This is an optimization exercise on Yosys and OpenROAD, whose aim is small area and a short achievable clock period, not a production implementation.
The RTL was checked by simulation tests, not by an equivalence proof against the original design.
Power and IR drop assume default switching activity.

===== constraint.sdc =====
create_clock -name core_clock -period 12.5 [get_ports {i_clock}]
set_input_delay 2.5000 -clock core_clock [delete_from_list [all_inputs] [get_ports {i_clock}]]
set_output_delay 2.5000 -clock core_clock [all_outputs]
set_load 0.01 [all_outputs]

===== design.v =====
package mips_pkg;
   localparam int INSTR_W    = 32;
   localparam int DATA_W     = 32;
   localparam int NUM_REGS   = 32;
   localparam int REG_ADDR_W = 5;
   localparam int IMM_W      = 16;
   localparam int PC_W       = 6;
   localparam logic [5:0] OP_RTYPE = 6'd0;
   localparam logic [5:0] OP_BEQZ  = 6'd4;
   localparam logic [5:0] OP_ADDIU = 6'd9;
   localparam logic [5:0] OP_HALT  = 6'd63;
   localparam logic [5:0] FN_ADDU  = 6'h21;
   localparam logic [5:0] FN_SUBU  = 6'h23;
   localparam logic [5:0] FN_AND   = 6'h24;
   localparam logic [5:0] FN_OR    = 6'h25;
   localparam logic [5:0] FN_SLT   = 6'h2a;
   localparam int IMEM_W = 27;
   localparam logic [2:0] CL_NOP  = 3'd0;
   localparam logic [2:0] CL_ADDU = 3'd1;
   localparam logic [2:0] CL_SUBU = 3'd2;
   localparam logic [2:0] CL_AND  = 3'd3;
   localparam logic [2:0] CL_OR   = 3'd4;
   localparam logic [2:0] CL_SLT  = 3'd5;
   localparam logic [2:0] CL_BEQZ = 3'd6;
   localparam logic [2:0] CL_HALT = 3'd7;
endpackage
module cell_ao22 (input logic a0, b0, a1, b1, output logic y);
   assign y = (a0 & b0) | (a1 & b1);
endmodule
module cell_aoi22 (input logic a0, b0, a1, b1, output logic y);
   assign y = ~((a0 & b0) | (a1 & b1));
endmodule
module cell_aoi222 (input logic a0, b0, a1, b1, a2, b2, output logic y);
   assign y = ~((a0 & b0) | (a1 & b1) | (a2 & b2));
endmodule
module cell_nand2 (input logic a, b, output logic y);
   assign y = ~(a & b);
endmodule
module cell_nand3 (input logic a, b, c, output logic y);
   assign y = ~(a & b & c);
endmodule
module cell_nand4 (input logic a, b, c, d, output logic y);
   assign y = ~(a & b & c & d);
endmodule
module cell_and2 (input logic a, b, output logic y);
   assign y = a & b;
endmodule
module cell_nor2 (input logic a, b, output logic y);
   assign y = ~(a | b);
endmodule
module cell_inv (input logic a, output logic y);
   assign y = ~a;
endmodule
module cell_xor2 (input logic a, b, output logic y);
   assign y = a ^ b;
endmodule
module cell_aoi21 (input logic a1, a2, b1, output logic y);
   assign y = ~((a1 & a2) | b1);
endmodule
module cell_oai21 (input logic a1, a2, b1, output logic y);
   assign y = ~((a1 | a2) & b1);
endmodule
module cell_oai22 (input logic a1, a2, b1, b2, output logic y);
   assign y = ~((a1 | a2) & (b1 | b2));
endmodule
module cell_mux2 (input logic a0, a1, s, output logic y);
   assign y = s ? a1 : a0;
endmodule
module cell_a21o (input logic a1, a2, b1, output logic y);
   assign y = (a1 & a2) | b1;
endmodule
module cell_a221o (input logic a1, a2, b1, b2, c1, output logic y);
   assign y = (a1 & a2) | (b1 & b2) | c1;
endmodule
module cell_or3 (input logic a, b, c, output logic y);
   assign y = a | b | c;
endmodule
module store_bit
   (
      input  logic i_clock,
      input  logic i_we,
      input  logic i_keep,     
      input  logic i_data,
      output logic o_q
   );
   logic d;
   cell_ao22 u_hold (.a0(o_q), .b0(i_keep), .a1(i_data), .b1(i_we), .y(d));
   always_ff @(posedge i_clock) begin
      o_q <= d;
   end
endmodule
module read64
   (
      input  logic [63:0] i_data,
      input  logic [63:0] i_sel,
      output logic        o_y
   );
   logic [21:0] p;
   logic [5:0]  q;
   logic [2:0]  r;
   for (genvar k = 0; k < 21; k++) begin : g_t
      cell_aoi222 u_t (.a0(i_sel[3*k]),   .b0(i_data[3*k]),
                       .a1(i_sel[3*k+1]), .b1(i_data[3*k+1]),
                       .a2(i_sel[3*k+2]), .b2(i_data[3*k+2]), .y(p[k]));
   end
   cell_nand2 u_t21 (.a(i_sel[63]), .b(i_data[63]), .y(p[21]));
   cell_nand4 u_q0 (.a(p[0]),  .b(p[1]),  .c(p[2]),  .d(p[3]),  .y(q[0]));
   cell_nand4 u_q1 (.a(p[4]),  .b(p[5]),  .c(p[6]),  .d(p[7]),  .y(q[1]));
   cell_nand4 u_q2 (.a(p[8]),  .b(p[9]),  .c(p[10]), .d(p[11]), .y(q[2]));
   cell_nand4 u_q3 (.a(p[12]), .b(p[13]), .c(p[14]), .d(p[15]), .y(q[3]));
   cell_nand3 u_q4 (.a(p[16]), .b(p[17]), .c(p[18]), .y(q[4]));
   cell_nand3 u_q5 (.a(p[19]), .b(p[20]), .c(p[21]), .y(q[5]));
   cell_nor2  u_r0 (.a(q[0]), .b(q[1]), .y(r[0]));
   cell_nor2  u_r1 (.a(q[2]), .b(q[3]), .y(r[1]));
   cell_nor2  u_r2 (.a(q[4]), .b(q[5]), .y(r[2]));
   cell_nand3 u_y  (.a(r[0]), .b(r[1]), .c(r[2]), .y(o_y));
endmodule
module read32
   (
      input  logic [31:0] i_data,
      input  logic [31:0] i_sel,
      output logic        o_y
   );
   logic [10:0] p;
   logic [2:0]  q;
   for (genvar k = 0; k < 10; k++) begin : g_t
      cell_aoi222 u_t (.a0(i_sel[3*k]),   .b0(i_data[3*k]),
                       .a1(i_sel[3*k+1]), .b1(i_data[3*k+1]),
                       .a2(i_sel[3*k+2]), .b2(i_data[3*k+2]), .y(p[k]));
   end
   cell_aoi22 u_t10 (.a0(i_sel[30]), .b0(i_data[30]), .a1(i_sel[31]), .b1(i_data[31]), .y(p[10]));
   cell_nand4 u_q0 (.a(p[0]), .b(p[1]), .c(p[2]),  .d(p[3]), .y(q[0]));
   cell_nand4 u_q1 (.a(p[4]), .b(p[5]), .c(p[6]),  .d(p[7]), .y(q[1]));
   cell_nand3 u_q2 (.a(p[8]), .b(p[9]), .c(p[10]), .y(q[2]));
   cell_or3   u_y  (.a(q[0]), .b(q[1]), .c(q[2]), .y(o_y));
endmodule
module read33
   (
      input  logic [32:0] i_data,
      input  logic [32:0] i_sel,
      output logic        o_y
   );
   logic [10:0] p;
   logic [2:0]  q;
   for (genvar k = 0; k < 11; k++) begin : g_t
      cell_aoi222 u_t (.a0(i_sel[3*k]),   .b0(i_data[3*k]),
                       .a1(i_sel[3*k+1]), .b1(i_data[3*k+1]),
                       .a2(i_sel[3*k+2]), .b2(i_data[3*k+2]), .y(p[k]));
   end
   cell_nand4 u_q0 (.a(p[0]), .b(p[1]), .c(p[2]),  .d(p[3]), .y(q[0]));
   cell_nand4 u_q1 (.a(p[4]), .b(p[5]), .c(p[6]),  .d(p[7]), .y(q[1]));
   cell_nand3 u_q2 (.a(p[8]), .b(p[9]), .c(p[10]), .y(q[2]));
   cell_or3   u_y  (.a(q[0]), .b(q[1]), .c(q[2]), .y(o_y));
endmodule
`timescale 1ns/10ps
import mips_pkg::*;
module instr_fetch
   (
      input  logic               i_clock,
      input  logic               i_we,
      input  logic [PC_W-1:0]    i_waddr,
      input  logic [IMEM_W-1:0] i_wdata,
      input  logic [7:0]         i_raddr_hi,
      input  logic [7:0]         i_raddr_lo,
      output logic [IMEM_W-1:0] o_rdata,
      output logic [IMEM_W-1:0] o_word0
   );
   localparam int WORDS = 2**PC_W;
   logic [WORDS-1:0][IMEM_W-1:0] imem;
   logic [WORDS-1:0]              row_we;
   logic [WORDS-1:0]              row_keep;
   logic [WORDS-1:0]              row_sel;
   always_comb begin
      for (int w = 0; w < WORDS; w++) begin
         row_we[w]   = i_we && (i_waddr == w);
         row_keep[w] = !row_we[w];
         row_sel[w]  = i_raddr_hi[w / 8] && i_raddr_lo[w % 8];
      end
   end
   for (genvar w = 0; w < WORDS; w++) begin : g_word
      for (genvar b = 0; b < IMEM_W; b++) begin : g_bit
         store_bit u_bit (
            .i_clock (i_clock),
            .i_we    (row_we[w]),
            .i_keep  (row_keep[w]),
            .i_data  (i_wdata[b]),
            .o_q     (imem[w][b])
         );
      end
   end
   for (genvar b = 0; b < IMEM_W; b++) begin : g_read
      logic [WORDS-1:0] column;
      for (genvar w = 0; w < WORDS; w++) begin : g_col
         assign column[w] = imem[w][b];
      end
      read64 u_read (.i_data(column), .i_sel(row_sel), .o_y(o_rdata[b]));
   end
   assign o_word0 = imem[0];
endmodule
`timescale 1ns/10ps
import mips_pkg::*;
module encoder
   (
      input  logic [INSTR_W-1:0] i_instruction,
      output logic [IMEM_W-1:0]  o_word
   );
   logic [5:0] opcode;
   logic [5:0] funct;
   logic [2:0] cls;
   logic       addiu;
   assign opcode = i_instruction[31:26];
   assign funct  = i_instruction[5:0];
   assign addiu  = (opcode == OP_ADDIU);
   always_comb begin
      cls = CL_NOP;
      case (opcode)
         OP_RTYPE: begin
            case (funct)
               FN_ADDU: cls = CL_ADDU;
               FN_SUBU: cls = CL_SUBU;
               FN_AND:  cls = CL_AND;
               FN_OR:   cls = CL_OR;
               FN_SLT:  cls = CL_SLT;
               default: cls = CL_NOP;
            endcase
         end
         OP_BEQZ: cls = CL_BEQZ;
         OP_HALT: cls = CL_HALT;
         default: cls = CL_NOP;
      endcase
   end
   assign o_word = {addiu, i_instruction[25:11],
                    addiu ? i_instruction[10:8] : cls,
                    i_instruction[7:0]};
endmodule
module decoder
   (
      input  logic [IMEM_W-1:0]     i_word,
      output logic [REG_ADDR_W-1:0] o_reg_a,
      output logic [REG_ADDR_W-1:0] o_reg_b,
      output logic [REG_ADDR_W-1:0] o_reg_w,
      output logic [IMM_W-1:0]      o_immediate,
      output logic                  o_wr_en,
      output logic                  o_use_imm,
      output logic                  o_sub,       
      output logic                  o_sel_and,
      output logic                  o_sel_or,
      output logic                  o_sel_slt,
      output logic                  o_branch,
      output logic                  o_halt
   );
   logic       addiu;
   logic [2:0] cls;
   assign addiu       = i_word[26];
   assign cls         = i_word[10:8];
   assign o_reg_a     = i_word[25:21];
   assign o_reg_b     = i_word[20:16];
   assign o_immediate = i_word[15:0];
   assign o_reg_w   = addiu ? i_word[20:16] : i_word[15:11];
   assign o_use_imm = addiu;
   assign o_sub     = !addiu && (cls == CL_SUBU || cls == CL_SLT);
   assign o_sel_and = !addiu && (cls == CL_AND);
   assign o_sel_or  = !addiu && (cls == CL_OR);
   assign o_sel_slt = !addiu && (cls == CL_SLT);
   assign o_wr_en   = addiu || (cls != CL_NOP && cls != CL_BEQZ && cls != CL_HALT);
   assign o_branch  = !addiu && (cls == CL_BEQZ);
   assign o_halt    = !addiu && (cls == CL_HALT);
endmodule
`timescale 1ns/10ps
import mips_pkg::*;
module register_file
   (
      input  logic                  i_clock,
      input  logic                  i_arst_n,
      input  logic                  i_we,        
      input  logic                  i_go,        
      input  logic [REG_ADDR_W-1:0] i_waddr,
      input  logic [DATA_W-1:0]     i_wdata,
      input  logic                  i_wnonzero,
      input  logic                  i_imm_en,    
      input  logic [DATA_W-1:0]     i_imm,
      input  logic [REG_ADDR_W-1:0] i_raddr_a,
      input  logic [REG_ADDR_W-1:0] i_raddr_b,
      output logic [DATA_W-1:0]     o_rdata_a,
      output logic [DATA_W-1:0]     o_rdata_b,
      output logic                  o_rzero_a
   );
   localparam int N = NUM_REGS - 1;    
   logic [N-1:0][DATA_W-1:0] regs;
   logic [N-1:0]             nonzero;
   logic [N-1:0]             row_hit;     
   logic [N-1:0]             row_we;      
   logic [N-1:0]             row_keep;
   logic [N-1:0]             row_open;    
   logic [N-1:0]             sel_a;
   logic [N-1:0]             sel_b;
   logic                     fwd_a;
   logic                     fwd_b;
   assign fwd_a = i_go && i_arst_n && i_we && (i_waddr == i_raddr_a) && (i_raddr_a != '0);
   assign fwd_b = i_go && i_arst_n && i_we && (i_waddr == i_raddr_b) && (i_raddr_b != '0) &&
                  !i_imm_en;
   for (genvar r = 0; r < N; r++) begin : g_row
      cell_and2  u_we   (.a(row_hit[r]), .b(i_go), .y(row_we[r]));
      cell_nand2 u_open (.a(row_hit[r]), .b(i_go), .y(row_open[r]));
   end
   always_comb begin
      for (int r = 0; r < N; r++) begin
         row_hit[r]  = i_we && (i_waddr == r + 1);
         row_keep[r] = row_open[r];
         sel_a[r]    = (i_raddr_a == r + 1) && nonzero[r] && row_open[r];
         sel_b[r]    = (i_raddr_b == r + 1) && nonzero[r] && row_open[r] && !i_imm_en;
      end
   end
   always_ff @(posedge i_clock or negedge i_arst_n) begin
      if (!i_arst_n) begin
         nonzero <= '0;
      end else begin
         for (int r = 0; r < N; r++) begin
            if (row_we[r]) begin
               nonzero[r] <= i_wnonzero;
            end
         end
      end
   end
   for (genvar r = 0; r < N; r++) begin : g_reg
      for (genvar b = 0; b < DATA_W; b++) begin : g_bit
         store_bit u_bit (
            .i_clock (i_clock),
            .i_we    (row_we[r]),
            .i_keep  (row_keep[r]),
            .i_data  (i_wdata[b]),
            .o_q     (regs[r][b])
         );
      end
   end
   for (genvar b = 0; b < DATA_W; b++) begin : g_read
      logic [N-1:0] column;
      for (genvar r = 0; r < N; r++) begin : g_col
         assign column[r] = regs[r][b];
      end
      read32 u_read_a (.i_data({i_wdata[b], column}), .i_sel({fwd_a, sel_a}), .o_y(o_rdata_a[b]));
      read33 u_read_b (.i_data({i_imm[b], i_wdata[b], column}), .i_sel({i_imm_en, fwd_b, sel_b}),
                       .o_y(o_rdata_b[b]));
   end
   logic [NUM_REGS-1:0] nonzero_0;
   assign nonzero_0 = {nonzero, 1'b0};
   assign o_rzero_a = fwd_a ? !i_wnonzero : !nonzero_0[i_raddr_a];
endmodule
`timescale 1ns/10ps
import mips_pkg::*;
module instr_decode
   (
      input  logic [DATA_W-1:0]     i_rdata_a,
      input  logic [DATA_W-1:0]     i_rdata_b,
      input  logic                  i_sub,
      output logic [DATA_W-1:0]     o_op_a,
      output logic [DATA_W-1:0]     o_op_b
   );
   assign o_op_a = i_rdata_a ^ {DATA_W{i_sub}};
   assign o_op_b = i_rdata_b;
endmodule
`timescale 1ns/10ps
import mips_pkg::*;
module execute
   (
      input  logic [DATA_W-1:0] i_op_ax,
      input  logic [DATA_W-1:0] i_op_b,
      input  logic              i_sub,
      input  logic              i_sel_and,
      input  logic              i_sel_or,
      input  logic              i_sel_slt,
      output logic [DATA_W-1:0] o_result,
      output logic [DATA_W-1:0] o_result_port    
   );
   localparam int N      = DATA_W;
   localparam int LEVELS = 5;    
   logic [N-1:0] g [0:LEVELS];
   logic [N-1:0] t [0:LEVELS];
   logic [N-1:0] p;
   logic [N-1:0] carry;
   logic [N-1:0] sum;
   logic [N-1:0] logic_r;
   logic         sel_arith;
   logic         nsel_and;
   logic         nsel_or;
   logic [N-1:0] a_x;
   logic [N-1:0] axb;
   assign a_x = i_op_ax;
   for (genvar i = 0; i < N; i++) begin : g_l0
      cell_nand2 u_g (.a(a_x[i]), .b(i_op_b[i]), .y(g[0][i]));
      if (i > 0) begin : g_t
         cell_nor2 u_t (.a(a_x[i]), .b(i_op_b[i]), .y(t[0][i]));
      end else begin : g_not
         assign t[0][i] = 1'b0;
      end
   end
   for (genvar i = 0; i < N; i++) begin : g_p
      cell_xor2 u_q (.a(a_x[i]), .b(i_op_b[i]), .y(axb[i]));
      cell_xor2 u_p (.a(axb[i]), .b(i_sub), .y(p[i]));
   end
   for (genvar k = 1; k <= LEVELS; k++) begin : g_lvl
      localparam int D = 2**(k-1);
      for (genvar i = 0; i < N; i++) begin : g_bit
         if (i < D) begin : g_pass
            cell_inv u_g (.a(g[k-1][i]), .y(g[k][i]));
            assign t[k][i] = 1'b0;
         end else if (k % 2 == 1) begin : g_pos
            cell_oai21 u_g (.a1(t[k-1][i]), .a2(g[k-1][i-D]), .b1(g[k-1][i]), .y(g[k][i]));
            if (i >= 2*D) begin : g_t
               cell_nor2 u_t (.a(t[k-1][i]), .b(t[k-1][i-D]), .y(t[k][i]));
            end else begin : g_not
               assign t[k][i] = 1'b0;
            end
         end else begin : g_neg
            cell_aoi21 u_g (.a1(t[k-1][i]), .a2(g[k-1][i-D]), .b1(g[k-1][i]), .y(g[k][i]));
            if (i >= 2*D) begin : g_t
               cell_nand2 u_t (.a(t[k-1][i]), .b(t[k-1][i-D]), .y(t[k][i]));
            end else begin : g_not
               assign t[k][i] = 1'b0;
            end
         end
      end
   end
   assign carry = {g[LEVELS][N-2:0], 1'b0};
   for (genvar i = 0; i < N; i++) begin : g_sum
      cell_xor2 u_s (.a(p[i]), .b(carry[i]), .y(sum[i]));
   end
   logic slt_carry;
   logic early0;
   assign slt_carry = i_sel_slt && !p[N-1];
   assign sel_arith = !(i_sel_and || i_sel_or || i_sel_slt);
   assign nsel_and  = !i_sel_and;
   assign nsel_or   = !i_sel_or;
   logic or0_n;
   cell_nor2  u_or0  (.a(a_x[0]), .b(i_op_b[0]), .y(or0_n));
   cell_oai22 u_l0   (.a1(nsel_and), .a2(g[0][0]), .b1(nsel_or), .b2(or0_n), .y(logic_r[0]));
   assign early0 = (sel_arith && p[0]) || logic_r[0] ||
                   (i_sel_slt && p[N-1] && (a_x[N-1] ^ i_sub));
   cell_a21o  u_r0   (.a1(slt_carry), .a2(carry[N-1]), .b1(early0), .y(o_result[0]));
   cell_a21o  u_o0   (.a1(slt_carry), .a2(carry[N-1]), .b1(early0), .y(o_result_port[0]));
   for (genvar i = 1; i < N; i++) begin : g_res
      cell_oai22 u_l (.a1(nsel_and), .a2(g[0][i]), .b1(nsel_or), .b2(t[0][i]), .y(logic_r[i]));
      cell_a21o  u_r (.a1(sum[i]), .a2(sel_arith), .b1(logic_r[i]), .y(o_result[i]));
      cell_a21o  u_o (.a1(sum[i]), .a2(sel_arith), .b1(logic_r[i]), .y(o_result_port[i]));
   end
endmodule
`timescale 1ns/10ps
import mips_pkg::*;
module mips_core
   (
      input  logic                  i_clock,
      input  logic                  i_arst_n,
      input  logic                  i_run,
      input  logic                  i_load_en,
      input  logic [PC_W-1:0]       i_load_addr,
      input  logic [INSTR_W-1:0]    i_load_data,
      output logic [PC_W-1:0]       o_pc,
      output logic                  o_halt,
      output logic                  o_wb_en,
      output logic [REG_ADDR_W-1:0] o_wb_reg,
      output logic [DATA_W-1:0]     o_wb_data
   );
   logic [PC_W-1:0]       pc;
   logic                  halted;
   logic                  cur_wr_en;
   logic [REG_ADDR_W-1:0] cur_wr_reg;
   logic [DATA_W-1:0]     cur_op_a;       
   logic [DATA_W-1:0]     cur_op_b;
   logic                  cur_sub;
   logic                  cur_sel_and;
   logic                  cur_sel_or;
   logic                  cur_sel_slt;
   logic                  cur_halt;
   logic [PC_W-1:0]       cur_next_pc;    
   logic [7:0]            cur_fetch_hi;   
   logic [7:0]            cur_fetch_lo;   
   logic [DATA_W-1:0] result;
   logic [DATA_W-1:0] result_port;
   logic              result_zero;
   execute u_execute_1 (
      .i_op_ax   (cur_op_a),
      .i_op_b    (cur_op_b),
      .i_sub     (cur_sub),
      .i_sel_and (cur_sel_and),
      .i_sel_or  (cur_sel_or),
      .i_sel_slt (cur_sel_slt),
      .o_result      (result),
      .o_result_port (result_port)
   );
   assign result_zero = (result == '0);
   assign o_pc      = pc;
   assign o_halt    = halted;
   cell_and2 u_wb_en (.a(cur_wr_en), .b(i_run), .y(o_wb_en));
   assign o_wb_reg  = cur_wr_reg;
   assign o_wb_data = result_port;
   always_ff @(posedge i_clock or negedge i_arst_n) begin
      if (!i_arst_n) begin
         pc     <= '0;
         halted <= 1'b0;
      end else if (i_run) begin
         pc <= cur_next_pc;
         if (cur_halt) begin
            halted <= 1'b1;
         end
      end
   end
   logic                  load_we;
   logic [IMEM_W-1:0]     load_word;
   logic [IMEM_W-1:0]     fetch_word;
   logic [IMEM_W-1:0]     word0;
   logic [REG_ADDR_W-1:0] rd_reg_a;
   logic [REG_ADDR_W-1:0] rd_reg_b;
   logic [DATA_W-1:0]     rdata_a;
   logic [DATA_W-1:0]     rdata_b;
   logic                  rzero_a;
   logic [IMM_W-1:0]      nxt_imm;        
   logic                  nxt_use_imm;
   assign load_we = i_load_en && !i_run;
   encoder u_encoder_1 (
      .i_instruction (i_load_data),
      .o_word        (load_word)
   );
   instr_fetch u_instr_fetch_1 (
      .i_clock (i_clock),
      .i_we    (load_we),
      .i_waddr (i_load_addr),
      .i_wdata (load_word),
      .i_raddr_hi (cur_fetch_hi),
      .i_raddr_lo (cur_fetch_lo),
      .o_rdata (fetch_word),
      .o_word0 (word0)
   );
   assign rd_reg_a = i_run ? fetch_word[25:21] : i_load_data[25:21];
   assign rd_reg_b = i_run ? fetch_word[20:16] : i_load_data[20:16];
   register_file u_register_file_1 (
      .i_clock    (i_clock),
      .i_arst_n   (i_arst_n),
      .i_we       (cur_wr_en),
      .i_go       (i_run),
      .i_waddr    (cur_wr_reg),
      .i_wdata    (result),
      .i_wnonzero (!result_zero),
      .i_imm_en   (nxt_use_imm),
      .i_imm      ({{(DATA_W-IMM_W){nxt_imm[IMM_W-1]}}, nxt_imm}),
      .i_raddr_a  (rd_reg_a),
      .i_raddr_b  (rd_reg_b),
      .o_rdata_a  (rdata_a),
      .o_rdata_b  (rdata_b),
      .o_rzero_a  (rzero_a)
   );
   logic                  load_hit;
   logic                  update;
   logic [IMEM_W-1:0]     nxt_word;
   logic [PC_W-1:0]       nxt_pc;
   logic [REG_ADDR_W-1:0] nxt_reg_a;
   logic [REG_ADDR_W-1:0] nxt_reg_b;
   logic [REG_ADDR_W-1:0] nxt_wr_reg;
   logic                  nxt_wr_en;
   logic                  nxt_sub;
   logic                  nxt_sel_and;
   logic                  nxt_sel_or;
   logic                  nxt_sel_slt;
   logic                  nxt_branch;
   logic                  nxt_halt;
   logic [DATA_W-1:0]     nxt_op_a;
   logic [DATA_W-1:0]     nxt_op_b;
   logic                  nxt_a_zero;
   logic [PC_W-1:0]       nxt_pc_plus1;
   logic [PC_W-1:0]       nxt_next_pc;
   assign load_hit = load_we && (i_load_addr == pc);
   assign update = !i_arst_n || (i_run ? !cur_halt : (load_hit && !halted));
   always_comb begin
      if (!i_arst_n) begin
         nxt_word = load_hit ? load_word : word0;
      end else if (i_run) begin
         nxt_word = fetch_word;
      end else begin
         nxt_word = load_word;
      end
   end
   assign nxt_pc = (i_run && i_arst_n) ? cur_next_pc : pc;
   decoder u_decoder_1 (
      .i_word        (nxt_word),
      .o_reg_a       (nxt_reg_a),
      .o_reg_b       (nxt_reg_b),
      .o_reg_w       (nxt_wr_reg),
      .o_immediate   (nxt_imm),
      .o_wr_en       (nxt_wr_en),
      .o_use_imm     (nxt_use_imm),
      .o_sub         (nxt_sub),
      .o_sel_and     (nxt_sel_and),
      .o_sel_or      (nxt_sel_or),
      .o_sel_slt     (nxt_sel_slt),
      .o_branch      (nxt_branch),
      .o_halt        (nxt_halt)
   );
   instr_decode u_instr_decode_1 (
      .i_rdata_a   (rdata_a),
      .i_rdata_b   (rdata_b),
      .i_sub       (nxt_sub),
      .o_op_a      (nxt_op_a),
      .o_op_b      (nxt_op_b)
   );
   assign nxt_a_zero = rzero_a;
   assign nxt_pc_plus1 = nxt_pc + 1'b1;
   logic [PC_W-1:0] seq_pc;
   logic [PC_W-1:0] tgt_pc;
   logic            taken;
   logic [21:0]     seq_code;    
   logic [21:0]     tgt_code;
   logic [21:0]     nxt_code;
   assign seq_pc = nxt_halt ? nxt_pc : nxt_pc_plus1;
   assign tgt_pc = nxt_pc_plus1 + nxt_imm[PC_W-1:0];
   always_comb begin
      for (int i = 0; i < 8; i++) begin
         seq_code[i]     = (seq_pc[2:0] == i);
         seq_code[8 + i] = (seq_pc[5:3] == i);
         tgt_code[i]     = (tgt_pc[2:0] == i);
         tgt_code[8 + i] = (tgt_pc[5:3] == i);
      end
      seq_code[21:16] = seq_pc;
      tgt_code[21:16] = tgt_pc;
   end
   cell_and2 u_taken (.a(nxt_branch), .b(nxt_a_zero), .y(taken));
   for (genvar i = 0; i < 22; i++) begin : g_next
      cell_mux2 u_sel (.a0(seq_code[i]), .a1(tgt_code[i]), .s(taken), .y(nxt_code[i]));
   end
   assign nxt_next_pc = nxt_code[21:16];
   localparam int STATE_W = 1 + REG_ADDR_W + 2*DATA_W + 5 + PC_W + 16;
   logic [STATE_W-1:0] nxt_state;
   logic [STATE_W-1:0] cur_state;
   logic               keep;
   assign nxt_state = {nxt_wr_en, nxt_wr_reg, nxt_op_a, nxt_op_b, nxt_sub, nxt_sel_and,
                       nxt_sel_or, nxt_sel_slt, nxt_halt, nxt_next_pc, nxt_code[15:0]};
   assign {cur_wr_en, cur_wr_reg, cur_op_a, cur_op_b, cur_sub, cur_sel_and,
           cur_sel_or, cur_sel_slt, cur_halt, cur_next_pc, cur_fetch_hi, cur_fetch_lo} = cur_state;
   assign keep = !update;
   for (genvar i = 0; i < STATE_W; i++) begin : g_state
      store_bit u_bit (
         .i_clock (i_clock),
         .i_we    (update),
         .i_keep  (keep),
         .i_data  (nxt_state[i]),
         .o_q     (cur_state[i])
      );
   end
endmodule

===== standard.sh =====
#!/bin/bash
# synth_recipe.tcl (not shown) runs the flow's synth.tcl, then flattens the netlist and writes it again
# the make line also repeats each setting of config.mk as NAME=value (left out here)
make -C /OpenROAD-flow-scripts/flow DESIGN_CONFIG=/design/flow/config.mk WORK_HOME=/design/flow/orfs CLKGATE_MAP_FILE= SYNTH_SCRIPT=/design/flow/synth_recipe.tcl "${@:-finish}"

===== config.mk =====
export PLATFORM = sky130hd
export DESIGN_NAME = mips_core
export DESIGN_NICKNAME = mips_core
export VERILOG_FILES = /design/flow/design.v
export SDC_FILE = /design/flow/constraint.sdc
export NUM_CORES = 8
export LEC_CHECK = 0
export CAP_MARGIN = 20
export CORE_MARGIN = 2
export CORE_UTILIZATION = 52
export CTS_CLUSTER_DIAMETER = 90
export CTS_CLUSTER_SIZE = 22
export SETUP_SLACK_MARGIN = 3
export SLEW_MARGIN = 20
export SYNTH_HIERARCHICAL = 1
export SYNTH_MINIMUM_KEEP_SIZE = 0

===== flow/io.tcl =====
# Keep i_run and o_wb_en, the ends of the one path from an input straight to
# an output, next to each other on the die's edge.
set_io_pin_constraint -pin_names {i_run o_wb_en} -group -order

===== flow/run.sh =====
#!/bin/bash
# Layout flow: the standard flow (standard.sh) with these changes, made for
# timing, not for what is measured:
#  - the setup margin that timing repair aims for is raised, so the resizer
#    keeps shortening the critical paths below the clock period;
#  - ports are buffered with sky130_fd_sc_hd__buf_4 instead of the default
#    cell, so that repair can size them like any other buffer;
#  - the pins i_run and o_wb_en are placed next to each other (flow/io.tcl).
# The synthesis is the standard one. Each step's output goes to its own log
# in this folder (ORFS also keeps its per-stage logs under orfs/logs).
set -euo pipefail
MARGIN=7
bash standard.sh synth > log_synth.txt 2>&1
sed -e "s/SETUP_SLACK_MARGIN=[^ ]*/SETUP_SLACK_MARGIN=${MARGIN}/" standard.sh > layout.sh
export BUFFER_PORTS_ARGS="-buffer_cell sky130_fd_sc_hd__buf_4"
export PRE_IO_PLACEMENT_TCL="$PWD/flow/io.tcl"
bash layout.sh floorplan > log_floorplan.txt 2>&1
bash layout.sh place > log_place.txt 2>&1
bash layout.sh cts > log_cts.txt 2>&1
bash layout.sh route > log_route.txt 2>&1
bash layout.sh finish > log_finish.txt 2>&1

==> results.py, run 1 <==
metrics = {
    "outcome": {
        "status": "finished clean",
    },
    "grt": {
        "grt_pass1_wl_microns": 690200,
        "grt_usage_pct": 44.48,
        "grt_max_degree": 71,
        "overflow": 0,
        "grt_pass1_vias": 92900,
        "antenna_found_initial": 30,
    },
    "placement": {
        "place_congestion": 1.019,
        "portBuffers": 86,
        "hpwl_microns": 291100,
        "dp.cells": 12000,
    },
    "pwr": {
        "p_seq_share_pct": 56.1,
        "comb_power_share_pct": 13.3,
        "power_uw": 17730,
        "swShare_pct": 27.76,
        "clockPowerShare_pct": 30.6,
        "p_sw_uw": 4920,
        "power.internal_uw": 12810,
        "powerDensity_mw_per_mm2": 145.0,
        "ir_worst_vdd_mv": 0.1570,
        "leakagePower_uw": 0.04664,
    },
    "floorplanning": {
        "initial_core_util_pct": 52.26,
        "core_area_sq_mm": 0.2069,
        "num_io_pins": 87,
        "die_w_microns": 460.0,
        "die_h_microns": 460.0,
        "dieArea_sq_mm": 0.2116,
        "fp-row-count": 167,
    },
    "clock_tree": {
        "clock_sinks": 2855,
        "clk_pin_slew_ns": 0.09,
        "ctsHoldBuffers": 0,
        "cts_max_level": 4,
        "cts_made_buffers": 151,
        "cts_tree": "built",
        "clk_path_buf_depth": 3,
        "insertion_delay_ns": 0.88,
        "root_buffer": "clkbuf_16",
    },
    "route": {
        "wl_per_cell_microns": 40.58,
        "dr.pass1.iters": 17,
        "drtAntennaViolNets": 0,
        "drc": 0,
        "vias": 100300,
        "wl_microns": 501200,
        "dr.first_iter.drc_count": 22370,
        "viasPerCell": 8.118,
    },
    "synth": {
        "synth_fp_nets": 9091,
        "syn_area_per_cell_sq_um": 11.96,
        "ys_warn_count": 15,
        "synth_area_sq_mm": 0.1081,
        "synthCells": 9041,
    },
    "worst_setup_path": {
        "cp_slowest_cell": "nand4_1",
        "crit_path_end_kind": "flip-flop",
        "crit_type": "flip-flop to flip-flop",
        "required_ns": 13.26,
        "critPathLaunchType": "flip-flop",
        "critPathMaxStageDelay_ns": 0.76,
        "cp_cell_sequence": "and2_1, buf_4, a222oi_1, nand4_1, nor2_4, nand3_4, mux2_4, nand3b_1, buf_6, nor3_4, buf_12, buf_4, a222oi_1, nand4_1, or3_1, xor2_1, a22o_1",
        "crit_fanout": 27,
        "arrival_ns": 6.61,
    },
    "timing": {
        "rsz0062_at_grt": "true",
        "finalWorstPathRequiredPeriod_ns": 5.850,
        "slew_headroom_pct": 12.61,
        "maxSlewViolCount": 0,
        "holdWs_ns": 0.4896,
        "hold_viol_final": 0,
        "layout_worst_path_cycle_share_pct": 46.80,
        "setup_viol": 0,
        "tightestPinTransition_ns": 1.305,
        "setup-tns-final_ns": 0,
        "clock.fmax_ghz": 0.1709,
        "skew_ns": 0.04410,
    },
    "cells_and_area": {
        "drive_gt1_share_pct": 14.07,
        "mostFrequentLayoutCell": "a22o_1",
        "fin_nets": 9642,
        "layout_common_cells": "a22o_1, dfxtp_1, a222oi_1",
        "layoutNonFillerInstCount": 12350,
        "area_growth_pct": 13.06,
        "fillers": 17160,
    },
    "job": {
        "drv_cap": 0,
    },
    "hold_path": {
        "hold_class": "flip-flop to flip-flop",
    },
}
[flip-flops by register name (all words and copies together), names as in the netlist]
| signal | flops |
|---|---|
| u_register_file_1.nonzero | 31 |
| halted | 1 |
| u_register_file_1.g.g_bit.u_bit.o_q | 992 |
| pc | 6 |
| u_instr_fetch_1.g_word.g_bit.u_bit.o_q | 1728 |
| g_state.u_bit.o_q | 97 |
[area by class of cell]
| type | instances | area (sq um) | area share, % |
|---|---|---|---|
| sequential | 2855 | 57500 | 47.04 |
| multi-input combinational | 5976 | 51600 | 42.22 |
| timing repair buffer | 555 | 5244 | 4.290 |
| clock buffer | 170 | 4016 | 3.286 |
| tap | 2704 | 3383 | 2.768 |
| inverter | 53 | 217.7 | 0.1781 |
| clock inverter | 17 | 216.5 | 0.1771 |
| antenna | 20 | 50.05 | 0.04095 |
[timing repair]
action / 4_1_cts / 5_1_grt
buffers inserted: 19 / 92
endpoints found under the setup margin: 115 / 113
resized for setup: 232 / 252
pin swaps: 41 / 79
gates cloned: 5 / 18
[power by group through the flow]
stage	combinational (uW)	sequential [uW]	clock [uW]
after global routing	2420	9970	5750
after floorplan	1300	9980	0
after global placement	2000	10100	0
after CTS	2090	9920	5420
after detailed placement	2030	10100	0
final	2360	9940	5420
[final timing paths]
kind | startpoint | endpoint | slack, ns | cells after the start
setup / recovery | g_state[6].u_bit.o_q$_DFF_P_ | g_state[89].u_bit.o_q$_DFF_P_ | 6.65 | 17
hold / removal | u_instr_fetch_1.g_word[1].g_bit[23].u_bit.o_q$_DFF_P_ | u_instr_fetch_1.g_word[1].g_bit[23].u_bit.o_q$_DFF_P_ | 0.49 | 1
setup reg to reg | g_state[6].u_bit.o_q$_DFF_P_ | g_state[89].u_bit.o_q$_DFF_P_ | 6.65 | 17
hold reg to reg | u_instr_fetch_1.g_word[1].g_bit[23].u_bit.o_q$_DFF_P_ | u_instr_fetch_1.g_word[1].g_bit[23].u_bit.o_q$_DFF_P_ | 0.49 | 1
max in group asynchronous | i_arst_n | u_register_file_1.nonzero[23]$_DFFE_PN0P_ | 9.99 | 3
min in group asynchronous | i_arst_n | u_register_file_1.nonzero[25]$_DFFE_PN0P_ | 1.74 | 2
[critical path: cells and delay by family (launching register included)]
kind / cells / cell delay [ns]
AND/OR/NAND/NOR: 8 / 2.85
AO/OA/AOI/OAI: 3 / 1.10
buffers and inverters: 4 / 0.76
flip-flops: 1 / 0.47
multiplexers: 1 / 0.32
XOR/XNOR: 1 / 0.17
[through the flow]
step	cell area (sq um)	util [%]	worst slack (ns)
3_5_place_dp	114800	55.50	5.162
5_1_grt	122200	59.07	6.866
2_1_floorplan	108800	-	5.714
4_1_cts	120100	58.04	6.938
3_3_place_gp	114800	55.49	5.133
6_report	122200	59.09	6.650
[per-layer routing]
layer	routed length, microns	part of all wire (%)	vias up	global-route usage (%)
li1	-	-	40440	-
met1	183800	37	49840	56.58
met2	204300	41	8232	62.06
met3	69050	14	1713	15.27
met4	43480	8.7	26	32.79
met5	539	0.11	-	0.9414
==> run 2, diff against run 1 <==
--- a/design.v
+++ b/design.v
@@ -74,2 +74,5 @@
 endmodule
+module cell_or2 (input logic a, b, output logic y);
+   assign y = a | b;
+endmodule
 module cell_or3 (input logic a, b, c, output logic y);
@@ -154,2 +157,26 @@
 endmodule
+module read64_fast
+   (
+      input  logic [63:0] i_data,
+      input  logic [63:0] i_sel,
+      output logic        o_y
+   );
+   logic [63:0] p;
+   logic [15:0] q;
+   logic [7:0]  r;
+   logic [1:0]  t;
+   for (genvar k = 0; k < 64; k++) begin : g_t
+      cell_nand2 u_t (.a(i_sel[k]), .b(i_data[k]), .y(p[k]));
+   end
+   for (genvar k = 0; k < 16; k++) begin : g_q
+      cell_nand4 u_q (.a(p[4*k]), .b(p[4*k+1]), .c(p[4*k+2]), .d(p[4*k+3]), .y(q[k]));
+   end
+   for (genvar k = 0; k < 8; k++) begin : g_r
+      cell_nor2 u_r (.a(q[2*k]), .b(q[2*k+1]), .y(r[k]));
+   end
+   for (genvar k = 0; k < 2; k++) begin : g_s
+      cell_nand4 u_s (.a(r[4*k]), .b(r[4*k+1]), .c(r[4*k+2]), .d(r[4*k+3]), .y(t[k]));
+   end
+   cell_or2 u_y (.a(t[0]), .b(t[1]), .y(o_y));
+endmodule
 `timescale 1ns/10ps
@@ -195,3 +222,7 @@
       end
-      read64 u_read (.i_data(column), .i_sel(row_sel), .o_y(o_rdata[b]));
+      if (b >= 16 && b <= 25) begin : g_fast
+         read64_fast u_read (.i_data(column), .i_sel(row_sel), .o_y(o_rdata[b]));
+      end else begin : g_small
+         read64 u_read (.i_data(column), .i_sel(row_sel), .o_y(o_rdata[b]));
+      end
    end
==> run 2 against run 1 <==
Against the previous run:
- core utilization is 0.61 points lower
- routed wire length is 2.0% higher
- cell area is 0.17% higher
- sequential power hardly changed
- critical path depth stayed put
- maximum frequency is 2.1% higher
- global-route usage is 0.46 points higher
- power is 0.12% lower
- worst hold slack worse by 0.00077 ns
- sequential share of layout area is 0.14 points lower
- setup slack better by 0.12 ns
- first-iteration DRC count is 3.5% higher
- still clean
- critical path type unchanged
==> results.py, run 2 <==
metrics = {
    "route": {
        "wl_microns": 511200,
        "dr.pass1.iters": 15,
        "drtAntennaViolNets": 0,
        "wl_per_cell_microns": 39.38,
        "vias": 102600,
        "viasPerCell": 7.905,
        "drc": 0,
        "dr.first_iter.drc_count": 23160,
    },
    "grt": {
        "overflow": 0,
        "grt_pass1_wl_microns": 712000,
        "antenna_found_initial": 21,
        "grt_pass1_vias": 94930,
        "grt_usage_pct": 44.94,
        "grt_max_degree": 81,
    },
    "pwr": {
        "powerDensity_mw_per_mm2": 144.6,
        "power_uw": 17700,
        "leakagePower_uw": 0.04687,
        "ir_worst_vdd_mv": 0.1455,
    },
    "worst_setup_path": {
        "rrSetupSlack_ns": 6.77,
        "critPathMaxStageDelay_ns": 0.65,
        "critPathLaunchType": "flip-flop",
        "crit_type": "flip-flop to flip-flop",
        "r2r-start": "g_state[3].u_bit.o_q$_DFF_P_",
        "crit_buf_inv": 3,
        "crit_path_end_kind": "flip-flop",
        "required_ns": 13.23,
        "cp_slowest_cell": "nor2_1",
        "reg2reg_depth": 17,
        "critPathTopFamily": "simple AND/OR/NAND/NOR gates",
        "r2r-end": "g_state[55].u_bit.o_q$_DFF_P_",
        "crit_fanout": 32,
        "cp_cell_sequence": "buf_4, and2_1, buf_4, nand2_1, nand4_1, nor2_1, nand4_1, or2_1, mux2_2, nor2b_4, nand2_4, nor4_4, buf_4, a222oi_1, nand4_1, or3_1, a22o_1",
        "arrival_ns": 6.46,
    },
    "hold_path": {
        "hold_start": "u_instr_fetch_1.g_word[26].g_bit[13].u_bit.o_q$_DFF_P_",
        "hold_class": "flip-flop to flip-flop",
        "holdPathEnd": "u_instr_fetch_1.g_word[26].g_bit[13].u_bit.o_q$_DFF_P_",
        "min_path_cells": 1,
    },
    "clock_tree": {
        "ctsHoldBuffers": 0,
        "insertion_delay_ns": 0.87,
        "clk_pin_slew_ns": 0.09,
        "cts_max_level": 4,
        "clk_path_buf_depth": 3,
        "clock_sinks": 2855,
        "cts_tree": "built",
        "root_buffer": "clkbuf_16",
        "cts_made_buffers": 153,
    },
    "cells_and_area": {
        "largest_registers": "u_instr_fetch_1.g_word.g_bit.u_bit.o_q x1728, u_register_file_1.g.g_bit.u_bit.o_q x992, g_state.u_bit.o_q x97",
        "largest_reg_flops": 1728,
        "mostFrequentLayoutCell": "a22o_1",
        "area_growth_pct": 11.97,
        "regMostFlops": "u_instr_fetch_1.g_word.g_bit.u_bit.o_q",
        "layout_common_cells": "a22o_1, dfxtp_1, a222oi_1",
        "fin_nets": 10170,
        "finalInstanceArea_sq_mm": 0.1224,
        "drive_gt1_share_pct": 12.53,
    },
    "floorplanning": {
        "die_h_microns": 462.6,
        "num_io_pins": 87,
        "dieArea_sq_mm": 0.2140,
        "fp-row-count": 168,
        "initial_core_util_pct": 52.23,
        "core_area_sq_mm": 0.2094,
        "die_w_microns": 462.6,
    },
    "timing": {
        "tightestPinTransition_ns": 1.328,
        "finalWorstPathRequiredPeriod_ns": 5.732,
        "slew_headroom_pct": 11.48,
        "setup-tns-final_ns": 0,
        "setup_viol": 0,
        "skew_ns": 0.04857,
        "layout_worst_path_cycle_share_pct": 45.85,
        "hold_viol_final": 0,
        "clock.fmax_ghz": 0.1745,
        "rsz0062_at_grt": "true",
        "holdWs_ns": 0.4888,
        "maxSlewViolCount": 0,
    },
    "synth": {
        "synthCells": 9631,
        "synth_area_sq_mm": 0.1093,
        "ys_warn_count": 15,
        "syn_area_per_cell_sq_um": 11.35,
        "synth_fp_nets": 9681,
    },
    "placement": {
        "portBuffers": 86,
        "hpwl_microns": 301100,
        "place_congestion": 0.9789,
        "dpl_cell_area_sq_mm": 0.1164,
    },
    "outcome": {
        "status": "finished clean",
    },
    "job": {
        "drv_cap": 0,
    },
}
[run 2: cell type report]
| cell class | instances | area [sq um] |
|---|---|---|
| Fill cell | 17630 | 86930 |
| Sequential cell | 2855 | 57430 |
| Multi-Input combinational cell | 6566 | 52720 |
| Timing Repair Buffer | 489 | 4149 |
| Clock buffer | 174 | 4086 |
| Tap cell | 2805 | 3510 |
| Clock inverter | 20 | 264.0 |
| Inverter | 53 | 216.5 |
| Antenna cell | 19 | 47.55 |
| Timing Repair inverter | 1 | 8.758 |
[run 2: how the worst max path moves through the flow]
| stage | start | endpoint | slack, ns | cells past startpoint |
|---|---|---|---|---|
| 2_1_floorplan | i_load_data[27] | g_state[12].u_bit.o_q$_DFF_P_ | 5.71 | 13 |
| 3_3_place_gp | i_load_data[27] | g_state[60].u_bit.o_q$_DFF_P_ | 4.67 | 15 |
| 3_5_place_dp | i_load_data[27] | g_state[12].u_bit.o_q$_DFF_P_ | 4.78 | 19 |
| 4_1_cts | i_run | o_wb_en | 6.93 | 4 |
| 5_1_grt | g_state[7].u_bit.o_q$_DFF_P_ | g_state[60].u_bit.o_q$_DFF_P_ | 6.91 | 17 |
| 6_report | g_state[3].u_bit.o_q$_DFF_P_ | g_state[55].u_bit.o_q$_DFF_P_ | 6.77 | 17 |
[run 2: layer usage]
metal / global-route usage [%] / vias to the layer above / part of all wire, %
met4: 31.23 / 12 / 8.1
met1: 58.54 / 50840 / 38
met5: 0.02228 / - / 0.015
li1: - / 41480 / -
met3: 15.77 / 1676 / 14
met2: 61.82 / 8611 / 40
[run 2: power by group]
group	switching (uW)	total (uW)	internal, uW
clock	3130	5500	2370
combinational	1470	2300	821
sequential	352	9910	9560
[run 2: repair_timing]
item,CTS,global route
endpoints found under the setup margin,117,110
cloned,8,3
pin swaps,23,50
buffers inserted,14,23
gates resized for setup,194,139
[run 2: through the flow]
| step | cells | setup slack [ns] | util, % |
|---|---|---|---|
| after floorplan | 9631 | 5.714 | - |
| after global placement | 12720 | 4.673 | 55.57 |
| after detailed placement | 12720 | 4.780 | 55.62 |
| after CTS | 12940 | 6.931 | 58.12 |
| after global routing | 12970 | 6.913 | 58.46 |
| final | 12980 | 6.768 | 58.48 |
==> run 3, diff against run 2 <==
--- a/flow/run.sh
+++ b/flow/run.sh
@@ -3,4 +3,6 @@
 # timing, not for what is measured:
-#  - the setup margin that timing repair aims for is raised, so the resizer
-#    keeps shortening the critical paths below the clock period;
+#  - from placement on, the setup margin that timing repair aims for is
+#    raised, so the resizer keeps shortening the critical paths below the
+#    clock period (the floorplan's repair, before any wire is known, keeps the
+#    margin of config.mk);
 #  - ports are buffered with sky130_fd_sc_hd__buf_4 instead of the default
@@ -16,3 +18,3 @@
 export PRE_IO_PLACEMENT_TCL="$PWD/flow/io.tcl"
-bash layout.sh floorplan > log_floorplan.txt 2>&1
+bash standard.sh floorplan > log_floorplan.txt 2>&1
 bash layout.sh place > log_place.txt 2>&1
==> run 3 against run 2 <==
Against the previous run:
- still clean
- global-route usage is 0.37 points lower
- sequential share of layout area rose by 0.18 points
- routed wire length shrank 0.42%
- critical path depth down 1
- core utilization fell by 0.24 points
- setup slack improved by 0.0082 ns
- power is 0.86% lower
- die area stayed put
- first-iteration DRC count down 1.2%
- worst hold slack lost 0.0080 ns
- final cell count hardly changed
- register-to-register slack hardly changed
- critical path type unchanged
- highest routed layer unchanged
==> results.py, run 3 <==
metrics = {
    "outcome": {
        "status": "finished clean",
    },
    "clock_tree": {
        "cts_made_buffers": 152,
        "cts_max_level": 4,
        "clock_sinks": 2855,
        "clk_pin_slew_ns": 0.09,
        "ctsHoldBuffers": 0,
        "cts_tree": "built",
        "clk_path_buf_depth": 3,
        "insertion_delay_ns": 0.86,
        "root_buffer": "clkbuf_16",
    },
    "timing": {
        "setup-tns-final_ns": 0,
        "skew_ns": 0.02572,
        "setup_viol": 0,
        "tightestPinTransition_ns": 1.297,
        "finalWorstPathRequiredPeriod_ns": 5.724,
        "maxSlewViolCount": 0,
        "hold_viol_final": 0,
        "clock.fmax_ghz": 0.1747,
        "layout_worst_path_cycle_share_pct": 45.79,
        "slew_headroom_pct": 13.54,
        "rsz0062_at_grt": "true",
    },
    "cells_and_area": {
        "drive_gt1_share_pct": 12.79,
        "finalInstanceArea_sq_mm": 0.1219,
        "largest_reg_flops": 1728,
        "regMostFlops": "u_instr_fetch_1.g_word.g_bit.u_bit.o_q",
        "fin_nets": 10160,
        "utilization_pct": 58.24,
        "area_growth_pct": 11.51,
        "layout_common_cells": "a22o_1, dfxtp_1, a222oi_1",
        "mostFrequentLayoutCell": "a22o_1",
        "largest_registers": "u_instr_fetch_1.g_word.g_bit.u_bit.o_q x1728, u_register_file_1.g.g_bit.u_bit.o_q x992, g_state.u_bit.o_q x97",
    },
    "pwr": {
        "ir_worst_vdd_mv": 0.1507,
        "powerDensity_mw_per_mm2": 144.0,
        "leakagePower_uw": 0.04629,
    },
    "synth": {
        "synth_area_sq_mm": 0.1093,
        "ys_warn_count": 15,
        "synthCells": 9631,
        "syn_area_per_cell_sq_um": 11.35,
        "synth_fp_nets": 9681,
    },
    "grt": {
        "antenna_found_initial": 27,
        "grt_pass1_vias": 95450,
        "grt_usage_pct": 44.57,
        "overflow": 0,
        "grt_max_degree": 75,
        "grt_pass1_wl_microns": 707100,
    },
    "route": {
        "viasPerCell": 7.909,
        "drc": 0,
        "wl_microns": 509100,
        "vias": 102600,
        "dr.pass1.iters": 17,
        "drtAntennaViolNets": 0,
        "wl_per_cell_microns": 39.25,
        "dr.first_iter.drc_count": 22890,
    },
    "floorplanning": {
        "die_h_microns": 462.6,
        "num_io_pins": 87,
        "core_area_sq_mm": 0.2094,
        "fp-row-count": 168,
        "die_w_microns": 462.6,
        "initial_core_util_pct": 52.23,
        "dieArea_sq_mm": 0.2140,
    },
    "worst_setup_path": {
        "crit_path_end_kind": "flip-flop",
        "crit_fanout": 32,
        "critPathLaunchType": "flip-flop",
        "crit_type": "flip-flop to flip-flop",
        "arrival_ns": 6.46,
        "required_ns": 13.24,
    },
    "job": {
        "drv_cap": 0,
    },
    "placement": {
        "place_congestion": 0.9885,
        "hpwl_microns": 298500,
        "portBuffers": 86,
        "dpl_cell_area_sq_mm": 0.1158,
    },
    "hold_path": {
        "hold_class": "flip-flop to flip-flop",
    },
}
run 3: path summary, 6_finish.rpt:
path	slack [ns]	startpoint	cells after the start	end
hold / removal	0.48	g_state[22].u_bit.o_q$_DFF_P_	2	halted$_DFFE_PN0P_
setup reg to reg	6.78	g_state[4].u_bit.o_q$_DFF_P_	16	g_state[80].u_bit.o_q$_DFF_P_
setup / recovery	6.78	g_state[4].u_bit.o_q$_DFF_P_	16	g_state[80].u_bit.o_q$_DFF_P_
min in group asynchronous	1.65	i_arst_n	1	u_register_file_1.nonzero[12]$_DFFE_PN0P_
hold reg to reg	0.48	g_state[22].u_bit.o_q$_DFF_P_	2	halted$_DFFE_PN0P_
max in group asynchronous	10.03	i_arst_n	2	u_register_file_1.nonzero[11]$_DFFE_PN0P_
run 3: final cells by class:
cell class,count,area (sq um)
antenna,23,57.56
fill,17820,87430
sequential,2855,57410
timing repair buffer,479,4138
clock buffer,166,3960
tap,2805,3510
inverter,53,217.7
timing repair inverter,1,8.758
multi-input combinational,6565,52360
clock inverter,23,272.8
run 3: repair_timing:
action | CTS | global route
cloned | 5 | 9
setup endpoints to repair | 108 | 109
setup buffers | 8 | 30
resized for setup | 203 | 155
pin swaps | 29 | 51
run 3: power breakdown:
group	total, uW	switching (uW)	internal [uW]
Combinational	2180	1360	814
Sequential	9950	385	9560
Clock	5430	3120	2310
run 3: metal layers:
metal	global-route usage (%)	part of all wire (%)	vias up
li1	-	-	41480
met1	56.57	37	50700
met2	63.19	41	8502
met3	13.23	13	1878
met4	34.68	9.3	22
met5	0.1337	0.027	-
run 3: through the flow:
step           hold slack (ns)  worst slack (ns)  std cells  power, uW
2_1_floorplan           0.4359             3.157       9631      11230
3_3_place_gp            0.4643             4.981      12700      12080
3_5_place_dp            0.4690             4.853      12700      12120
4_1_cts                 0.4852             6.851      12910      17400
5_1_grt                 0.4993             6.795      12950      17960
6_report                0.4808             6.776      12970      17550
run 3: worst max-delay path: stages (launching register included):
cell       delay, ns
dfxtp_2         0.53
and2_1          0.24
buf_4           0.27
nand2_1         0.12
nand4_1         0.18
nor2_1          0.48
nand4_1         0.40
or2_4           0.35
mux2_4          0.38
or3b_4          0.41
nor4_2          0.07
bufbuf_16       0.35
a222oi_1        0.37
nand4_1         0.49
or3_4           0.52
xor2_1          0.15
a22o_1          0.23
==> run 4, diff against run 3 <==
--- a/design.v
+++ b/design.v
@@ -127,3 +127,2 @@
    logic [10:0] p;
-   logic [2:0]  q;
    for (genvar k = 0; k < 10; k++) begin : g_t
@@ -134,6 +133,3 @@
    cell_aoi22 u_t10 (.a0(i_sel[30]), .b0(i_data[30]), .a1(i_sel[31]), .b1(i_data[31]), .y(p[10]));
-   cell_nand4 u_q0 (.a(p[0]), .b(p[1]), .c(p[2]),  .d(p[3]), .y(q[0]));
-   cell_nand4 u_q1 (.a(p[4]), .b(p[5]), .c(p[6]),  .d(p[7]), .y(q[1]));
-   cell_nand3 u_q2 (.a(p[8]), .b(p[9]), .c(p[10]), .y(q[2]));
-   cell_or3   u_y  (.a(q[0]), .b(q[1]), .c(q[2]), .y(o_y));
+   or11_n u_or (.i_n(p), .o_y(o_y));
 endmodule
@@ -146,3 +142,2 @@
    logic [10:0] p;
-   logic [2:0]  q;
    for (genvar k = 0; k < 11; k++) begin : g_t
@@ -152,6 +147,18 @@
    end
-   cell_nand4 u_q0 (.a(p[0]), .b(p[1]), .c(p[2]),  .d(p[3]), .y(q[0]));
-   cell_nand4 u_q1 (.a(p[4]), .b(p[5]), .c(p[6]),  .d(p[7]), .y(q[1]));
-   cell_nand3 u_q2 (.a(p[8]), .b(p[9]), .c(p[10]), .y(q[2]));
-   cell_or3   u_y  (.a(q[0]), .b(q[1]), .c(q[2]), .y(o_y));
+   or11_n u_or (.i_n(p), .o_y(o_y));
+endmodule
+module or11_n
+   (
+      input  logic [10:0] i_n,
+      output logic        o_y
+   );
+   logic [3:0] q;
+   logic [1:0] r;
+   cell_nand3 u_q0 (.a(i_n[0]), .b(i_n[1]), .c(i_n[2]),  .y(q[0]));
+   cell_nand3 u_q1 (.a(i_n[3]), .b(i_n[4]), .c(i_n[5]),  .y(q[1]));
+   cell_nand3 u_q2 (.a(i_n[6]), .b(i_n[7]), .c(i_n[8]),  .y(q[2]));
+   cell_nand2 u_q3 (.a(i_n[9]), .b(i_n[10]), .y(q[3]));
+   cell_nor2  u_r0 (.a(q[0]), .b(q[1]), .y(r[0]));
+   cell_nor2  u_r1 (.a(q[2]), .b(q[3]), .y(r[1]));
+   cell_nand2 u_y  (.a(r[0]), .b(r[1]), .y(o_y));
 endmodule
@@ -222,3 +229,3 @@
       end
-      if (b >= 16 && b <= 25) begin : g_fast
+      if (b >= 16 && b <= 26) begin : g_fast
          read64_fast u_read (.i_data(column), .i_sel(row_sel), .o_y(o_rdata[b]));
==> run 4 against run 3 <==
Against the previous run:
- still clean on timing, DRC and antenna
- clock skew increased by 0.015 ns
- largest power group unchanged
- power decreased by 0.43%
- die area increased by 0.48%
==> results.py, run 4 <==
metrics = {
    "synth": {
        "synth_fp_nets": 9932,
        "synth_area_sq_mm": 0.1099,
        "ys_warn_count": 15,
        "synthCells": 9882,
        "syn_area_per_cell_sq_um": 11.12,
    },
    "route": {
        "dr.pass1.iters": 14,
        "wl_microns": 500500,
        "drc": 0,
        "dr.first_iter.drc_count": 22230,
        "drtAntennaViolNets": 0,
        "viasPerCell": 7.757,
        "wl_per_cell_microns": 37.96,
        "vias": 102300,
    },
    "floorplanning": {
        "fp-row-count": 168,
        "core_area_sq_mm": 0.2098,
        "die_w_microns": 463.7,
        "num_io_pins": 87,
        "die_h_microns": 463.7,
        "initial_core_util_pct": 52.37,
        "dieArea_sq_mm": 0.2150,
    },
    "worst_setup_path": {
        "cp_cell_sequence": "and2_2, buf_4, nand2_1, nand4_1, nor2_1, nand4_1, or2_1, mux2_4, or3b_2, nor3_2, buf_4, a222oi_1, nand3_1, nor2_4, nand2_1, xor2_1, a22o_1",
        "critPathLaunchType": "flip-flop",
        "crit_buf_inv": 2,
        "reg2reg_depth": 17,
        "critPathMaxStageDelay_ns": 0.57,
        "required_ns": 13.24,
        "crit_fanout": 32,
        "crit_path_end_kind": "flip-flop",
        "crit_type": "flip-flop to flip-flop",
        "arrival_ns": 6.42,
        "cp_slowest_cell": "or3b_2",
        "critPathTopFamily": "simple AND/OR/NAND/NOR gates",
        "path_depth": 17,
    },
    "hold_path": {
        "hold_class": "flip-flop to flip-flop",
        "min_path_cells": 2,
    },
    "cells_and_area": {
        "layout_common_cells": "a22o_1, dfxtp_1, nand2_1",
        "largest_reg_flops": 1728,
        "regMostFlops": "u_instr_fetch_1.g_word.g_bit.u_bit.o_q",
        "utilization_pct": 58.21,
        "drive_gt1_share_pct": 11.81,
        "mostFrequentLayoutCell": "a22o_1",
        "layoutNonFillerInstCount": 13180,
        "area_growth_pct": 11.14,
        "fin_nets": 10380,
        "largest_registers": "u_instr_fetch_1.g_word.g_bit.u_bit.o_q x1728, u_register_file_1.g.g_bit.u_bit.o_q x992, g_state.u_bit.o_q x97",
    },
    "grt": {
        "overflow": 0,
        "grt_usage_pct": 43.96,
        "grt_max_degree": 75,
        "antenna_found_initial": 28,
        "grt_pass1_wl_microns": 703200,
        "grt_pass1_vias": 94910,
    },
    "timing": {
        "rsz0062_at_grt": "true",
        "slew_headroom_pct": 15.81,
        "layout_worst_path_cycle_share_pct": 45.47,
        "skew_ns": 0.04113,
        "clock.fmax_ghz": 0.1760,
        "setup-tns-final_ns": 0,
        "finalWorstPathRequiredPeriod_ns": 5.683,
        "setup_ws_ns": 6.817,
        "tightestPinTransition_ns": 1.260,
        "setup_viol": 0,
        "maxSlewViolCount": 0,
        "hold_viol_final": 0,
    },
    "placement": {
        "dp.cells": 12960,
        "portBuffers": 86,
        "hpwl_microns": 300300,
        "place_ws_ns": 4.705,
        "place_congestion": 1.015,
    },
    "pwr": {
        "power_uw": 17480,
        "powerDensity_mw_per_mm2": 143.1,
        "leakagePower_uw": 0.04695,
        "ir_worst_vdd_mv": 0.1691,
    },
    "clock_tree": {
        "clk_pin_slew_ns": 0.10,
        "clock_sinks": 2855,
        "cts_max_level": 4,
        "cts_tree": "built",
        "ctsHoldBuffers": 0,
        "cts_made_buffers": 152,
        "root_buffer": "clkbuf_16",
        "insertion_delay_ns": 0.87,
        "clk_path_buf_depth": 3,
    },
    "outcome": {
        "status": "finished clean",
    },
    "job": {
        "drv_cap": 0,
    },
}
==> run 4: cell count changes in the layout (fill, tap and decap cells not counted), sizes merged, moves of 6 or more <==
cell and delta:
nand3 +125, diode -6, nand2 +191, nand4 -114
or3 -64, a222oi -21, buf -22, nor2 +133
==> run 4: metrics by stage <==
| step | hold slack (ns) | area, sq um |
|---|---|---|
| after global routing | 0.4997 | 122100 |
| after floorplan | 0.4359 | 109900 |
| final | 0.4827 | 122100 |
| after global placement | 0.4646 | 116400 |
| after detailed placement | 0.4686 | 116400 |
| after CTS | 0.4808 | 121400 |
==> run 4: repair_timing <==
action / in CTS / in global routing
pin swaps: 6 / 27
resized for setup: 173 / 142
setup buffers: 7 / 9
setup endpoints to repair: 102 / 106
gates cloned: 3 / 2
==> run 4: report_power, final <==
| part | switching, uW | total (uW) | leakage, uW | internal (uW) |
|---|---|---|---|---|
| Clock | 3120 | 5450 | 0.00208 | 2330 |
| Combinational | 1320 | 2110 | 0.0215 | 792 |
| Sequential | 362 | 9920 | 0.0234 | 9560 |
| Total | 4800 | 17500 | 0.0469 | 12700 |
==> run 4: worst paths after layout <==
path                                               start  slack [ns]                                        end
min                        g_state[22].u_bit.o_q$_DFF_P_        0.48                         halted$_DFFE_PN0P_
max reg2reg                g_state[12].u_bit.o_q$_DFF_P_        6.82              g_state[65].u_bit.o_q$_DFF_P_
min in group asynchronous                       i_arst_n        1.52  u_register_file_1.nonzero[17]$_DFFE_PN0P_
max                        g_state[12].u_bit.o_q$_DFF_P_        6.82              g_state[65].u_bit.o_q$_DFF_P_
min reg2reg                g_state[22].u_bit.o_q$_DFF_P_        0.48                         halted$_DFFE_PN0P_
max in group asynchronous                       i_arst_n       10.45                         halted$_DFFE_PN0P_
==> run 4: worst min-delay path, stage by stage, from the launching register on <==
cell,delay (ns)
dfxtp_1,0.33
nand2_1,0.07
nand2_1,0.05
==> run 4: final cells by class <==
cell class	instances	area [sq um]
Sequential cell	2855	57370
Inverter	53	205.2
Tap cell	2805	3510
Antenna cell	17	42.54
Timing Repair Buffer	454	3831
Clock buffer	166	3993
Fill cell	17830	87670
Clock inverter	20	266.5
Multi-Input combinational cell	6813	52890
==> run 4: metal layers <==
metal	vias up	global-route usage, %	wire (microns)
li1	41880	-	-
met1	50490	55.69	183000
met2	8207	64.27	210800
met3	1674	11.92	63170
met4	14	32.07	43330
met5	-	0	87
==> run 5, diff against run 4 <==
--- a/flow/run.sh
+++ b/flow/run.sh
@@ -13,3 +13,3 @@
 set -euo pipefail
-MARGIN=7
+MARGIN=7.6
 bash standard.sh synth > log_synth.txt 2>&1
==> run 5 against run 4 <==
Against the previous run:
- synthesized area unchanged
- worst hold slack worse by 0.0015 ns
- setup slack improved by 0.25 ns
- combinational power is 17% higher
- sequential power about the same
- via count grew 2.2%
- die area unchanged
- largest power group unchanged
- clock skew barely moved
==> results.py, run 5 <==
metrics = {
    "timing": {
        "maxSlewViolCount": 0,
        "setup_viol": 0,
        "setup_ws_ns": 7.062,
        "holdWs_ns": 0.4812,
        "rsz0062_at_grt": "true",
        "tightestPinTransition_ns": 1.239,
        "skew_ns": 0.04103,
        "clock.fmax_ghz": 0.1839,
        "layout_worst_path_cycle_share_pct": 43.50,
        "hold_viol_final": 0,
        "setup-tns-final_ns": 0,
        "finalWorstPathRequiredPeriod_ns": 5.438,
        "slew_headroom_pct": 17.42,
    },
    "route": {
        "wl_per_cell_microns": 38.61,
        "vias": 104500,
        "viasPerCell": 7.793,
        "drtAntennaViolNets": 0,
        "drc": 0,
        "dr.pass1.iters": 17,
        "wl_microns": 517900,
        "dr.first_iter.drc_count": 23420,
    },
    "pwr": {
        "clockPowerShare_pct": 30.6,
        "powerDensity_mw_per_mm2": 139.4,
        "ir_worst_vdd_mv": 0.1702,
        "power.internal_uw": 12870,
        "p_seq_share_pct": 55.6,
        "p_sw_uw": 4989,
        "power_uw": 17860,
        "leakagePower_uw": 0.04985,
        "comb_power_share_pct": 13.9,
        "swShare_pct": 27.94,
    },
    "clock_tree": {
        "insertion_delay_ns": 0.87,
        "root_buffer": "clkbuf_16",
        "cts_max_level": 4,
        "clock_sinks": 2855,
        "clk_pin_slew_ns": 0.10,
        "cts_tree": "built",
        "clk_path_buf_depth": 3,
        "cts_made_buffers": 152,
    },
    "cells_and_area": {
        "largest_reg_flops": 1728,
        "utilization_pct": 61.08,
        "area_growth_pct": 16.62,
        "regMostFlops": "u_instr_fetch_1.g_word.g_bit.u_bit.o_q",
        "largest_registers": "u_instr_fetch_1.g_word.g_bit.u_bit.o_q x1728, u_register_file_1.g.g_bit.u_bit.o_q x992, g_state.u_bit.o_q x97",
        "fillers": 17200,
        "fin_nets": 10610,
        "drive_gt1_share_pct": 17.09,
        "layout_common_cells": "a22o_1, dfxtp_1, nand2_1",
        "mostFrequentLayoutCell": "a22o_1",
    },
    "floorplanning": {
        "core_area_sq_mm": 0.2098,
        "num_io_pins": 87,
        "dieArea_sq_mm": 0.2150,
        "die_w_microns": 463.7,
        "initial_core_util_pct": 52.37,
        "die_h_microns": 463.7,
        "fp-row-count": 168,
    },
    "synth": {
        "ys_warn_count": 15,
        "syn_area_per_cell_sq_um": 11.12,
        "synth_fp_nets": 9932,
        "synth_area_sq_mm": 0.1099,
        "synthCells": 9882,
    },
    "placement": {
        "place_congestion": 1.015,
        "place_ws_ns": 4.705,
        "portBuffers": 86,
        "hpwl_microns": 300300,
    },
    "grt": {
        "grt-busiest-layer": "met2",
        "overflow": 0,
        "met3_usage_pct": 13.91,
        "antenna_found_initial": 28,
        "grt_usage_pct": 45.32,
        "grt_max_degree": 75,
        "grt_pass1_wl_microns": 722800,
        "grt_pass1_vias": 97000,
        "use_met1_pct": 56.53,
        "grt_use_met2_pct": 65.13,
    },
    "outcome": {
        "status": "finished clean",
    },
    "worst_setup_path": {
        "crit_path_end_kind": "primary output",
        "crit_type": "input port to primary output",
        "crit_fanout": 3,
        "arrival_ns": 2.94,
        "critPathLaunchType": "input port",
        "required_ns": 10.00,
    },
    "job": {
        "drv_cap": 0,
    },
    "hold_path": {
        "hold_class": "flip-flop to flip-flop",
    },
}
## run 5: final timing paths
| check | slack [ns] | end | from | cells past startpoint |
|---|---|---|---|---|
| setup / recovery | 7.06 | o_wb_en | i_run | 3 |
| hold / removal | 0.48 | halted$_DFFE_PN0P_ | g_state[22].u_bit.o_q$_DFF_P_ | 2 |
| setup reg to reg | 7.17 | g_state[50].u_bit.o_q$_DFF_P_ | g_state[3].u_bit.o_q$_DFF_P_ | 18 |
| hold reg to reg | 0.48 | halted$_DFFE_PN0P_ | g_state[22].u_bit.o_q$_DFF_P_ | 2 |
| max in group asynchronous | 10.44 | halted$_DFFE_PN0P_ | i_arst_n | 2 |
| min in group asynchronous | 1.52 | u_register_file_1.nonzero[7]$_DFFE_PN0P_ | i_arst_n | 1 |
## run 5: layer usage
metal / vias to the layer above / wire [microns]
met2: 8579 / 214100
met1: 51600 / 186100
met5: - / 181
met4: 24 / 48290
met3: 1931 / 69210
li1: 42390 / -
## run 5: layout make-up
type | instances | area [sq um] | area share [%]
Clock inverter | 20 | 266.5 | 0.2080
Tap cell | 2805 | 3510 | 2.739
Antenna cell | 17 | 42.54 | 0.03320
Sequential cell | 2855 | 57490 | 44.87
Clock buffer | 166 | 3993 | 3.116
Inverter | 53 | 220.2 | 0.1719
Multi-Input combinational cell | 6816 | 55300 | 43.16
Timing Repair Buffer | 681 | 7301 | 5.698
## run 5: per-stage QoR
step	area [sq um]	std cells
floorplan	109900	9882
global placement	116400	12960
detailed placement	116400	12960
CTS	126300	13330
global route	128100	13400
finish	128100	13410
## run 5: critical path, stage by stage
cell    delay (ns)
buf_16        0.09
and2_4        0.21
buf_6         0.12
## run 5: power groups by stage
stage / sequential, uW / combinational, uW / clock, uW
6_report: 9920 / 2470 / 5460
5_1_grt: 9960 / 2530 / 5790
4_1_cts: 9900 / 2290 / 5460
3_5_place_dp: 10100 / 2000 / 0
3_3_place_gp: 10100 / 1970 / 0
2_1_floorplan: 9980 / 1250 / 0
## run 5: repair_timing
action,CTS,global route
setup buffers,145,56
resized for setup,895,265
endpoints found under the setup margin,222,122
hold buffers,0,0
gates cloned,43,6
pin swaps,255,224

[static timing again, ports no longer ideal]
The results above use ideal ports. As a check the final layouts listed here were re-extracted and re-timed, cells and wires unchanged.
Step 1: set_driving_cell puts a clkbuf_16 on i_clock and a buf_2 on each other input, an assumption about the parent block.
Step 2 moves the port delays by t, midway between the first and last clock arrival at a register: inputs arrive t later, outputs are due t later. That takes back most of the time a late clock gives input paths.
Three values: no drivers, after step 1, after step 2; two values: the first two.
| run | t, ns | setup WS [ns] | clock arrival spread, ns | worst data-port slew with drivers (ns) | cell pins on the clock port's net |
|---|---|---|---|---|---|
| run 1 | 0.959 | 6.650 / 6.650 / 5.866 | 0.045 / 0.045 | 0.17 | 1 |
| run 2 | 0.951 | 6.768 / 6.768 / 5.945 | 0.048 / 0.049 | 0.17 | 1 |
| run 3 | 0.939 | 6.776 / 6.736 / 5.899 | 0.029 / 0.029 | 0.18 | 1 |
| run 4 | 0.946 | 6.817 / 6.719 / 5.773 | 0.041 / 0.042 | 0.38 | 1 |
| run 5 | 0.950 | 7.062 / 6.691 / 6.033 | 0.042 / 0.041 | 0.42 | 1 |
After both steps setup and hold are still met in every run listed. For run 4, which loses most, drivers alone change the setup slack by -0.098 ns; drivers and shift together by -1.044 ns.
